This is an optimization exercise on Yosys and OpenROAD, whose aim is small area and few clock cycles per item, not a production implementation. RTL that was checked went through simulation tests only; none was proved equivalent to the original.

Setup of run F:
Design xy_stepper_line_interpolator, start of the top module:
module xy_stepper_line_interpolator #(
  parameter int unsigned POS_BITS = 24
) (
  input  logic                       clk_i,
  input  logic                       rst_ni,
  input  logic                       s_axis_tvalid,
  output logic                       s_axis_tready,
  input  logic [((2*POS_BITS+7)/8)*8-1:0] s_axis_tdata,
  input  logic [1:0]                 s_axis_tuser,
  output logic                       m_axis_tvalid,
  input  logic                       m_axis_tready,
  output logic [((2*POS_BITS+6+7)/8)*8-1:0] m_axis_tdata,
  input  logic                       cfg_valid_i,
  output logic                       cfg_ready_o,
  input  logic [1:0]                 cfg_index_i,
  input  logic [POS_BITS-2:0]        cfg_data_i
);
Settings: LEC_CHECK=0, CAP_MARGIN=20, CORE_MARGIN=2, CORE_UTILIZATION=40, CTS_BUF_LIST=sky130_fd_sc_hd__clkbuf_16, CTS_CLUSTER_DIAMETER=100, CTS_CLUSTER_SIZE=25, SLEW_MARGIN=20; clock period 9.0 ns.
standard.sh (not shown) runs the stock make flow with config.mk's settings and CLKGATE_MAP_FILE= SYNTH_SCRIPT=/design/flow/synth_recipe.tcl, a recipe that flattens the netlist after the stock synthesis.
==> flow/flow/run.sh <==
#!/bin/bash
# The standard layout (the standard.sh), with the port buffers that ORFS puts on every
# input and output made the smallest buffer cell instead of the delay buffer it picks itself.
set -e
export BUFFER_PORTS_ARGS="-buffer_cell sky130_fd_sc_hd__buf_1"
bash standard.sh > standard.log 2>&1
Testbench counts of run F, summed over its fixed seeds: cycles 24,928, items 24,276.
[inputs] run D vs run F
-- flow/design.v --
<<< run F, line 190
  assign dd_a = {1'b0, j_q};
  assign dd_b = ~{1'b0, mn_q};
  xyli_cadd #(.N(D), .K(16)) u_dd (.a_i(dd_a), .b_i(dd_b), .c_i(1'b1), .s_o(dd));
  assign dd_s   = dd[D-1];
  assign st_mn  = dd_s ? j_q : mn_q;
>>> run D, line 190
  assign dd_a = {1'b0, j_q};
  assign dd_b = ~{1'b0, mn_q};
  xyli_cadd #(.N(D), .K(13)) u_dd (.a_i(dd_a), .b_i(dd_b), .c_i(1'b1), .s_o(dd));
  assign dd_s   = dd[D-1];
  assign st_mn  = dd_s ? j_q : mn_q;
<<< run F, line 197
  assign v0_a = {2'b00, jx};
  assign v0_b = ~{2'b00, mn_q};
  xyli_cadd #(.N(W), .K(16)) u_v0 (.a_i(v0_a), .b_i(v0_b), .c_i(!xmaj_q), .s_o(v0));
  assign neg = vh_q[D-1];
  assign xa  = neg ? {1'b0, jx} : ~{1'b0, mn_q};
>>> run D, line 197
  assign v0_a = {2'b00, jx};
  assign v0_b = ~{2'b00, mn_q};
  xyli_cadd #(.N(W), .K(14)) u_v0 (.a_i(v0_a), .b_i(v0_b), .c_i(!xmaj_q), .s_o(v0));
  assign neg = vh_q[D-1];
  assign xa  = neg ? {1'b0, jx} : ~{1'b0, mn_q};
<<< run F, line 285
    fx_q  <= nx_c;
    fy_q  <= ny_c;
    lbx_q <= lx_c;
    lby_q <= ly_c;
>>> run D, line 285
    fx_q  <= nx_c;
    fy_q  <= ny_c;
    negx_q <= ddx[D-1];      
    negy_q <= ddy[D-1];
    vc_q   <= vlo_c;         
    lbx_q <= lx_c;
    lby_q <= ly_c;
<<< run F, line 293
    end
    if (start) begin
      negx_q  <= ddx[D-1];
      negy_q  <= ddy[D-1];
      j_q     <= st_ax;
      mn_q    <= st_ay;
>>> run D, line 296
    end
    if (start) begin
      j_q     <= st_ax;
      mn_q    <= st_ay;
<<< run F, line 313
      if (step) begin
        vh_q[L-1:0] <= vlo;
        vc_q        <= vlo_c;
      end
      if (vp_q) begin
>>> run D, line 314
      if (step) begin
        vh_q[L-1:0] <= vlo;
      end
      if (vp_q) begin
Going from run F to run D, the largest net degree at the start of global routing was found to have gone up by 10. Relative to run F, the final cell area reported for run D is lower. On post-synthesis adder-cell area fraction, run F and run D are basically level. Run F → run D: multi-input combinational cell count now sits lower, final period utilization now sits lower, number of cells traversed by the worst register-to-register path now sits lower, instance count of the mapped netlist now sits lower, global-route track usage on met1 now sits higher. Between run F and run D, clock insertion delay at the later pin of the skew report is lower for run F, run D comes in above that.
For run D, only the layout was checked, not whether the RTL still works.

-- port drivers added, routing unchanged --
The results above use ideal ports. As a check the final layouts listed here were re-extracted and re-timed, cells and wires unchanged.
Step 1 sets driving cells, clkbuf_16 on the clock port and buf_2 on the other inputs (assumed; they add their load-dependent delay and slew).
Step 2, shift: input delay + t, output delay - t, t = (earliest + latest rising clock arrival at the registers) / 2. This alone moves slack from input paths to output paths.
Three values: no drivers, after step 1, after step 2; two values: the first two.
run | shift t [ns] | slack for setup (ns) | worst slew at a driven data input, ns
run F | 0.532 | 0.297 / 0.297 / 0.195 | 0.10
run D | 0.555 | 0.335 / 0.335 / 0.335 | 0.08
After both steps every run listed still meets setup and hold. For run F, which loses most, drivers alone change the setup slack by 0.000 ns; drivers and shift together by -0.102 ns.
